This design comes from an exercise in tuning for small area and few clock cycles on the open sky130 flow, not from production work.
At most, simulation tests tie the RTL to the original design; equivalence was not proved.
Power is estimated from default activity; no workload was simulated.

// bracket_quote_value_checker_core
module bracket_quote_value_checker_core (
   input  logic        clock,
   input  logic        reset,
   input  logic        req_valid,
   output logic        req_ready,
   input  logic [7:0]  req_text_byte,
   input  logic        req_end_of_text,
   output logic        rsp_valid,
   input  logic        rsp_ready,
   output logic        rsp_has_byte,
   output logic [7:0]  rsp_value_byte,
   output logic        rsp_terminated,
   output logic [3:0]  rsp_error_code,
   output logic [15:0] rsp_error_pos,
   output logic [15:0] rsp_error_len,
   output logic        rsp_last_result,
   input  logic        csr_valid,
   output logic        csr_ready,
   input  logic        csr_at_mode
);
For scale: roughly 340 flip-flops, about 65 I/O pins, roughly 15000 um2 of cells after synthesis.
Settings: LEC_CHECK=0, CAP_MARGIN=20, CORE_MARGIN=2, CORE_UTILIZATION=40, CTS_CLUSTER_DIAMETER=100, CTS_CLUSTER_SIZE=30, PLACE_DENSITY=0.6, SLEW_MARGIN=20; clock period 6.0 ns.
run.sh (not shown) runs the stock make flow with config.mk's settings and CLKGATE_MAP_FILE= SYNTH_SCRIPT=/design/flow/synth_recipe.tcl, a recipe that flattens the netlist after the stock synthesis.
The first run finished with timing, DRC and antenna clean.
Rerun with:
--- a/flow/design.v
+++ b/flow/design.v
@@ -225,20 +225,19 @@
                   la_in = bqvc_pkg::LA_ESC;
                else if (b == bqvc_pkg::CH_SQUOTE)
                   quote_in = bqvc_pkg::QM_NONE;
             end else if (b == bqvc_pkg::CH_DQUOTE) begin
                la_in = bqvc_pkg::LA_QUOTE;
             end
          end
       end
    end
-   assign sub_x = (la_ff[bqvc_pkg::LB_BLOCK] || la_ff[bqvc_pkg::LB_STAR]) ? 16'd2 :
-                  (quote_ff != bqvc_pkg::QM_NONE && !la_ff[bqvc_pkg::LB_QUOTE]) ? qstart_ff : top_pos;
+   assign sub_x = sel_q ? qstart_ff : sel_t ? top_pos : 16'd2;
    assign diff  = off_ff - sub_x;
    assign rsp_valid       = bv_ff && res;
    assign rsp_has_byte    = o_has;
    assign rsp_value_byte  = o_byte;
    assign rsp_terminated  = o_term;
    assign rsp_error_code  = o_code;
    assign rsp_error_pos   = ({16{sel_off}} & off_ff) | ({16{sel_q}} & qstart_ff) |
                             ({16{sel_t}} & top_pos) | ({16{sel_d}} & diff);
    assign rsp_error_len   = (sel_q || sel_t) ? diff : {15'd0, sel_off || sel_d};
Outcome:
- The changed run ran to the end with no violations
- hold slack is better by 22 ps
- synthesized area falls by 2.5%
- die area decreases by 2.4%
- fmax is higher by 0.92%
- utilization falls by 0.60 points
- routed wire length came out lower by 4.4%
- sequential share of layout area increases by 2.2 points
- power came out lower by 0.60%
- count of clock-buffer cells in the layout does not change
- setup slack is better by 54 ps
- sequential cell count does not change
Testbench counts after the change, summed over its fixed seeds: cycles 43,956.
For the first run of this note, only the layout was checked, not whether the RTL still works.


== job 101 ==
The RTL this note starts from:
==> flow/design.v <==
package bqvc_pkg;
   localparam logic [7:0] CH_TAB     = 8'h09;
   localparam logic [7:0] CH_LF      = 8'h0A;
   localparam logic [7:0] CH_VT      = 8'h0B;
   localparam logic [7:0] CH_FF      = 8'h0C;
   localparam logic [7:0] CH_CR      = 8'h0D;
   localparam logic [7:0] CH_SPACE   = 8'h20;
   localparam logic [7:0] CH_DQUOTE  = 8'h22;
   localparam logic [7:0] CH_SQUOTE  = 8'h27;
   localparam logic [7:0] CH_LPAREN  = 8'h28;
   localparam logic [7:0] CH_RPAREN  = 8'h29;
   localparam logic [7:0] CH_STAR    = 8'h2A;
   localparam logic [7:0] CH_SLASH   = 8'h2F;
   localparam logic [7:0] CH_SEMI    = 8'h3B;
   localparam logic [7:0] CH_LBRACK  = 8'h5B;
   localparam logic [7:0] CH_BSLASH  = 8'h5C;
   localparam logic [7:0] CH_RBRACK  = 8'h5D;
   localparam logic [7:0] CH_LBRACE  = 8'h7B;
   localparam logic [7:0] CH_RBRACE  = 8'h7D;
   localparam logic [6:0] LA_NONE  = 7'd1;
   localparam logic [6:0] LA_SLASH = 7'd2;
   localparam logic [6:0] LA_LINE  = 7'd4;
   localparam logic [6:0] LA_BLOCK = 7'd8;
   localparam logic [6:0] LA_STAR  = 7'd16;
   localparam logic [6:0] LA_QUOTE = 7'd32;
   localparam logic [6:0] LA_ESC   = 7'd64;
   localparam int LB_NONE  = 0;
   localparam int LB_SLASH = 1;
   localparam int LB_LINE  = 2;
   localparam int LB_BLOCK = 3;
   localparam int LB_STAR  = 4;
   localparam int LB_QUOTE = 5;
   localparam int LB_ESC   = 6;
   localparam logic [1:0] QM_NONE   = 2'd0;
   localparam logic [1:0] QM_DOUBLE = 2'd1;
   localparam logic [1:0] QM_SINGLE = 2'd2;
endpackage
module bracket_quote_value_checker_core (
   input  logic        clock,
   input  logic        reset,
   input  logic        req_valid,
   output logic        req_ready,
   input  logic [7:0]  req_text_byte,
   input  logic        req_end_of_text,
   output logic        rsp_valid,
   input  logic        rsp_ready,
   output logic        rsp_has_byte,
   output logic [7:0]  rsp_value_byte,
   output logic        rsp_terminated,
   output logic [3:0]  rsp_error_code,
   output logic [15:0] rsp_error_pos,
   output logic [15:0] rsp_error_len,
   output logic        rsp_last_result,
   input  logic        csr_valid,
   output logic        csr_ready,
   input  logic        csr_at_mode
);
   logic        bv_ff;
   logic [7:0]  bb_ff;
   logic        be_ff;
   logic        at_mode_ff;
   logic [15:0] off_ff, off_in;
   logic [15:0] qstart_ff;
   logic [4:0]  top_ff, top_in;
   logic [1:0]  quote_ff, quote_in;
   logic [6:0]  la_ff, la_in;
   logic        qopen;
   logic [17:0] stk_ff [16];
   logic [17:0] top_ent;
   logic [1:0]  top_kind;
   logic [15:0] top_pos;
   logic        push, pop;
   logic        sh_push, sh_pop, sh_hold;
   logic [17:0] stk_in [16];
   logic [7:0]  b;
   logic        is_blank, is_open, is_close, kind_match;
   logic [1:0]  b_kind;
   logic        depth_zero, depth_full;
   logic [15:0] off_inc;
   logic        res, last;
   logic        o_has, o_term;
   logic [7:0]  o_byte;
   logic [3:0]  o_code;
   logic        sel_off, sel_q, sel_t, sel_d;
   logic [15:0] sub_x, diff;
   logic        take, consume, step;
   assign b          = bb_ff;
   assign depth_zero = top_ff[4];
   assign depth_full = (top_ff == 5'd15);
   assign off_inc    = off_ff + 16'd1;
   assign is_blank   = (b == bqvc_pkg::CH_SPACE) || (b == bqvc_pkg::CH_TAB) || (b == bqvc_pkg::CH_LF) ||
                       (b == bqvc_pkg::CH_VT) || (b == bqvc_pkg::CH_FF) || (b == bqvc_pkg::CH_CR);
   assign is_open    = (b == bqvc_pkg::CH_LPAREN) || (b == bqvc_pkg::CH_LBRACK) || (b == bqvc_pkg::CH_LBRACE);
   assign is_close   = (b == bqvc_pkg::CH_RPAREN) || (b == bqvc_pkg::CH_RBRACK) || (b == bqvc_pkg::CH_RBRACE);
   assign b_kind     = (b == bqvc_pkg::CH_LPAREN || b == bqvc_pkg::CH_RPAREN) ? 2'd0 :
                       (b == bqvc_pkg::CH_LBRACK || b == bqvc_pkg::CH_RBRACK) ? 2'd1 : 2'd2;
   assign top_ent = stk_ff[0];
   assign top_kind   = top_ent[17:16];
   assign top_pos    = top_ent[15:0];
   assign kind_match = (top_kind == b_kind);
   always_comb begin
      off_in   = off_ff;
      top_in   = top_ff;
      quote_in = quote_ff;
      la_in    = la_ff;
      qopen    = 1'b0;
      push     = 1'b0;
      pop      = 1'b0;
      res      = 1'b0;
      last     = 1'b1;
      o_has    = 1'b0;
      o_byte   = 8'd0;
      o_term   = 1'b0;
      o_code   = 4'd0;
      sel_off  = 1'b0;
      sel_q    = 1'b0;
      sel_t    = 1'b0;
      sel_d    = 1'b0;
      if (be_ff) begin
         if (la_ff[bqvc_pkg::LB_SLASH]) begin
            res    = 1'b1;
            o_has  = 1'b1;
            o_byte = bqvc_pkg::CH_SLASH;
            last   = depth_zero;
            la_in  = bqvc_pkg::LA_NONE;
         end else if (la_ff[bqvc_pkg::LB_BLOCK] || la_ff[bqvc_pkg::LB_STAR]) begin
            res    = 1'b1;
            o_code = 4'd8;
            sel_d  = 1'b1;
            last   = depth_zero;
            la_in  = bqvc_pkg::LA_NONE;
         end else if (quote_ff != bqvc_pkg::QM_NONE && !la_ff[bqvc_pkg::LB_QUOTE]) begin
            res    = 1'b1;
            o_code = 4'd7;
            sel_q  = 1'b1;
         end else if (!depth_zero) begin
            res    = 1'b1;
            o_code = 4'd4 + {2'd0, top_kind};
            sel_t  = 1'b1;
         end
         if (last) begin
            off_in   = 16'd0;
            top_in   = 5'h1f;
            quote_in = bqvc_pkg::QM_NONE;
            la_in    = bqvc_pkg::LA_NONE;
         end
      end else if (la_ff[bqvc_pkg::LB_SLASH] && (b == bqvc_pkg::CH_SLASH || b == bqvc_pkg::CH_STAR)) begin
         la_in  = (b == bqvc_pkg::CH_SLASH) ? bqvc_pkg::LA_LINE : bqvc_pkg::LA_BLOCK;
         off_in = off_inc;
      end else if (la_ff[bqvc_pkg::LB_SLASH]) begin
         res    = 1'b1;
         o_has  = 1'b1;
         o_byte = bqvc_pkg::CH_SLASH;
         last   = 1'b0;
         la_in  = bqvc_pkg::LA_NONE;
      end else if ((la_ff[bqvc_pkg::LB_LINE] && b != bqvc_pkg::CH_LF && b != bqvc_pkg::CH_CR) ||
                   la_ff[bqvc_pkg::LB_BLOCK] || la_ff[bqvc_pkg::LB_STAR]) begin
         off_in = off_inc;
         if (!la_ff[bqvc_pkg::LB_LINE]) begin
            if (b == bqvc_pkg::CH_STAR)
               la_in = bqvc_pkg::LA_STAR;
            else if (la_ff[bqvc_pkg::LB_STAR] && b == bqvc_pkg::CH_SLASH)
               la_in = bqvc_pkg::LA_NONE;
            else
               la_in = bqvc_pkg::LA_BLOCK;
         end
      end else if (la_ff[bqvc_pkg::LB_ESC] || (la_ff[bqvc_pkg::LB_QUOTE] && b == bqvc_pkg::CH_DQUOTE)) begin
         res    = 1'b1;
         o_has  = 1'b1;
         o_byte = b;
         off_in = off_inc;
         la_in  = bqvc_pkg::LA_NONE;
      end else begin
         la_in = bqvc_pkg::LA_NONE;
         if (quote_ff == bqvc_pkg::QM_NONE || la_ff[bqvc_pkg::LB_QUOTE]) begin
            quote_in = bqvc_pkg::QM_NONE;
            if (depth_zero && (is_blank || (b == bqvc_pkg::CH_RBRACK && !at_mode_ff))) begin
               res    = 1'b1;
               o_term = 1'b1;
               off_in = 16'd0;
            end else if (b == bqvc_pkg::CH_SLASH) begin
               la_in  = bqvc_pkg::LA_SLASH;
               off_in = off_inc;
            end else begin
               res    = 1'b1;
               o_has  = 1'b1;
               o_byte = b;
               off_in = off_inc;
               if (b == bqvc_pkg::CH_DQUOTE || b == bqvc_pkg::CH_SQUOTE) begin
                  quote_in = (b == bqvc_pkg::CH_DQUOTE) ? bqvc_pkg::QM_DOUBLE : bqvc_pkg::QM_SINGLE;
                  qopen    = 1'b1;
               end else if (is_open) begin
                  if (depth_full) begin
                     o_code  = 4'd9;
                     sel_off = 1'b1;
                  end else begin
                     push   = 1'b1;
                     top_in = top_ff + 5'd1;
                  end
               end else if (is_close) begin
                  if (depth_zero) begin
                     o_code  = 4'd1 + {2'd0, b_kind};
                     sel_off = 1'b1;
                  end else if (kind_match) begin
                     pop    = 1'b1;
                     top_in = top_ff - 5'd1;
                  end else begin
                     o_code  = 4'd4 + {2'd0, top_kind};
                     sel_off = 1'b1;
                  end
               end else if (b == bqvc_pkg::CH_SEMI && !depth_zero) begin
                  o_code  = 4'd4 + {2'd0, top_kind};
                  sel_off = 1'b1;
                  top_in  = 5'h1f;
               end
            end
         end else begin
            res    = 1'b1;
            o_has  = 1'b1;
            o_byte = b;
            off_in = off_inc;
            if (quote_ff == bqvc_pkg::QM_SINGLE) begin
               if (b == bqvc_pkg::CH_BSLASH)
                  la_in = bqvc_pkg::LA_ESC;
               else if (b == bqvc_pkg::CH_SQUOTE)
                  quote_in = bqvc_pkg::QM_NONE;
            end else if (b == bqvc_pkg::CH_DQUOTE) begin
               la_in = bqvc_pkg::LA_QUOTE;
            end
         end
      end
   end
   assign sub_x = sel_q ? qstart_ff : sel_t ? top_pos : 16'd2;
   assign diff  = off_ff - sub_x;
   assign rsp_valid       = bv_ff && res;
   assign rsp_has_byte    = o_has;
   assign rsp_value_byte  = o_byte;
   assign rsp_terminated  = o_term;
   assign rsp_error_code  = o_code;
   assign rsp_error_pos   = ({16{sel_off}} & off_ff) | ({16{sel_q}} & qstart_ff) |
                            ({16{sel_t}} & top_pos) | ({16{sel_d}} & diff);
   assign rsp_error_len   = (sel_q || sel_t) ? diff : {15'd0, sel_off || sel_d};
   assign rsp_last_result = last;
   assign take      = res && rsp_ready;
   assign step      = bv_ff && (!res || rsp_ready);
   assign consume   = step && last;
   assign req_ready = !bv_ff || consume;
   assign csr_ready = req_ready;
   always_ff @(posedge clock) begin
      if (reset) begin
         bv_ff      <= 1'b0;
         at_mode_ff <= 1'b0;
         off_ff     <= 16'd0;
         top_ff     <= 5'h1f;
         quote_ff   <= bqvc_pkg::QM_NONE;
         la_ff      <= bqvc_pkg::LA_NONE;
      end else begin
         if (req_ready) begin
            bv_ff <= req_valid;
         end
         if (csr_valid && csr_ready) begin
            at_mode_ff <= csr_at_mode;
         end
         if (step) begin
            off_ff   <= off_in;
            top_ff   <= top_in;
            quote_ff <= quote_in;
            la_ff    <= la_in;
         end
      end
   end
   always_ff @(posedge clock) begin
      if (req_ready) begin
         bb_ff <= req_text_byte;
         be_ff <= req_end_of_text;
      end
      if (step && qopen) begin
         qstart_ff <= off_ff;
      end
   end
   assign sh_push = step && push;
   assign sh_pop  = step && pop;
   assign sh_hold = !sh_push && !sh_pop;
   always_comb begin
      for (int i = 0; i < 16; i++) begin
         stk_in[i] = ({18{sh_hold}} & stk_ff[i]) |
                     ({18{sh_push}} & ((i == 0) ? {b_kind, off_ff} : stk_ff[(i + 15) % 16])) |
                     ({18{sh_pop}} & ((i == 15) ? 18'd0 : stk_ff[(i + 1) % 16]));
      end
   end
   always_ff @(posedge clock) begin
      for (int i = 0; i < 16; i++) begin
         stk_ff[i] <= stk_in[i];
      end
   end
endmodule
clock: 6.0 ns
lec_check: 0
cap_margin: 20
core_margin: 2
core_utilization: 55
cts_cluster_diameter: 100
cts_cluster_size: 30
place_density: 0.75
slew_margin: 20
standard.sh (not shown) runs the stock make flow with config.mk's settings and CLKGATE_MAP_FILE= SYNTH_SCRIPT=/design/flow/synth_recipe.tcl, a recipe that flattens the netlist after the stock synthesis.
==> flow/flow/run.sh <==
#!/bin/bash
# The standard layout, with two changes: the port buffers are the smallest plain buffer
# (buffer_ports otherwise picks a delay cell), and clock tree synthesis adds no dummy loads.
# The make output goes to standard.log; each ORFS step keeps its own log under orfs/logs/.
set -euo pipefail
bash standard.sh \
  BUFFER_PORTS_ARGS="-buffer_cell sky130_fd_sc_hd__buf_1" \
  CTS_ARGS="-sink_clustering_enable -repair_clock_nets -sink_clustering_size 30 -sink_clustering_max_diameter 100 -dont_use_dummy_load" \
  finish > standard.log 2>&1
Testbench counts of job 101, summed over its fixed seeds: cycles 43,956.
#### Input delta (job 102 over job 101)
-- flow/design.v --
<<< job 101, line 70
   logic [1:0]  top_kind;
   logic [15:0] top_pos;
   logic        push, pop;
   logic        sh_push, sh_pop, sh_hold;
   logic [17:0] stk_in [16];
   logic [7:0]  b;
   logic        is_blank, is_open, is_close, kind_match;
>>> job 102, line 70
   logic [1:0]  top_kind;
   logic [15:0] top_pos;
   logic        push;
   logic [7:0]  b;
   logic        is_blank, is_open, is_close, kind_match;
<<< job 101, line 95
   assign b_kind     = (b == bqvc_pkg::CH_LPAREN || b == bqvc_pkg::CH_RPAREN) ? 2'd0 :
                       (b == bqvc_pkg::CH_LBRACK || b == bqvc_pkg::CH_RBRACK) ? 2'd1 : 2'd2;
   assign top_ent = stk_ff[0];
   assign top_kind   = top_ent[17:16];
   assign top_pos    = top_ent[15:0];
>>> job 102, line 93
   assign b_kind     = (b == bqvc_pkg::CH_LPAREN || b == bqvc_pkg::CH_RPAREN) ? 2'd0 :
                       (b == bqvc_pkg::CH_LBRACK || b == bqvc_pkg::CH_RBRACK) ? 2'd1 : 2'd2;
   always_comb begin
      top_ent = 18'd0;
      for (int i = 0; i < 16; i++) begin
         top_ent = top_ent | (stk_ff[i] & {18{top_ff[3:0] == 4'(i)}});
      end
   end
   assign top_kind   = top_ent[17:16];
   assign top_pos    = top_ent[15:0];
<<< job 101, line 106
      qopen    = 1'b0;
      push     = 1'b0;
      pop      = 1'b0;
      res      = 1'b0;
      last     = 1'b1;
>>> job 102, line 109
      qopen    = 1'b0;
      push     = 1'b0;
      res      = 1'b0;
      last     = 1'b1;
<<< job 101, line 203
                     sel_off = 1'b1;
                  end else if (kind_match) begin
                     pop    = 1'b1;
                     top_in = top_ff - 5'd1;
                  end else begin
>>> job 102, line 205
                     sel_off = 1'b1;
                  end else if (kind_match) begin
                     top_in = top_ff - 5'd1;
                  end else begin
<<< job 101, line 279
      end
   end
   assign sh_push = step && push;
   assign sh_pop  = step && pop;
   assign sh_hold = !sh_push && !sh_pop;
   always_comb begin
      for (int i = 0; i < 16; i++) begin
         stk_in[i] = ({18{sh_hold}} & stk_ff[i]) |
                     ({18{sh_push}} & ((i == 0) ? {b_kind, off_ff} : stk_ff[(i + 15) % 16])) |
                     ({18{sh_pop}} & ((i == 15) ? 18'd0 : stk_ff[(i + 1) % 16]));
      end
   end
   always_ff @(posedge clock) begin
      for (int i = 0; i < 16; i++) begin
         stk_ff[i] <= stk_in[i];
      end
   end
>>> job 102, line 280
      end
   end
   always_ff @(posedge clock) begin
      if (step && push) begin
         stk_ff[top_ff[3:0] + 4'd1] <= {b_kind, off_ff};
      end
   end
## What came out
Taking job 101 as the reference, in job 102 sequential cell area in the final layout went up; fraction of cell area in non-clock buffers went up; count of buffer and inverter cells on the critical path went up; power went up. Compared with job 101, job 102 shows count of placed standard cells including taps lower by about 27%. Job 102 — global-route usage 5.8 points higher, job 101 as reference. In the metrics for job 102 and job 101, the one carrying the lower area of the mapped netlist is job 102. Job 102 packs its core more tightly than job 101. Job 102 ended with less simple-gate area share of the yosys netlist than job 101. Looking at cell at the slowest stage of the critical path, the nor4b_1 result is from job 101; the fa_1 one comes from job 102. Compared with job 101, in job 102 layout inverter count without the clock tree moved up, critical path depth +6.
Testbench counts of job 102, summed over its fixed seeds: cycles 43,956.

-- re-timing with driven ports --
In the flow no input, the clock included, has a driving cell. The finished layouts below were timed again as built, in two steps.
Step 1, drivers: a clkbuf_16 drives clock and a buf_2 each remaining input, both assumed.
Step 2 times the ports against the registers' clock, not the clock port: input delays grow and output delays shrink by t, the midpoint of the rising clock arrivals with the driver on.
a / b / c = no drivers / after step 1 / after step 2; a / b = the first two.
run | t, ns | slack for setup (ns) | worst slew at a driven data input, ns | cell pins on the clock port's net
the first run of note 1 | 0.574 | 0.110 / 0.057 / 0.631 | 0.04 | 1
the second run of note 1 | 0.559 | 0.164 / 0.114 / 0.673 | 0.04 | 1
job 101 | 0.536 | 0.610 / 0.562 / 1.099 | 0.04 | 1
job 102 | 0.539 | 0.229 / 0.182 / 0.721 | 0.03 | 1
After both steps every run listed still meets setup and hold.
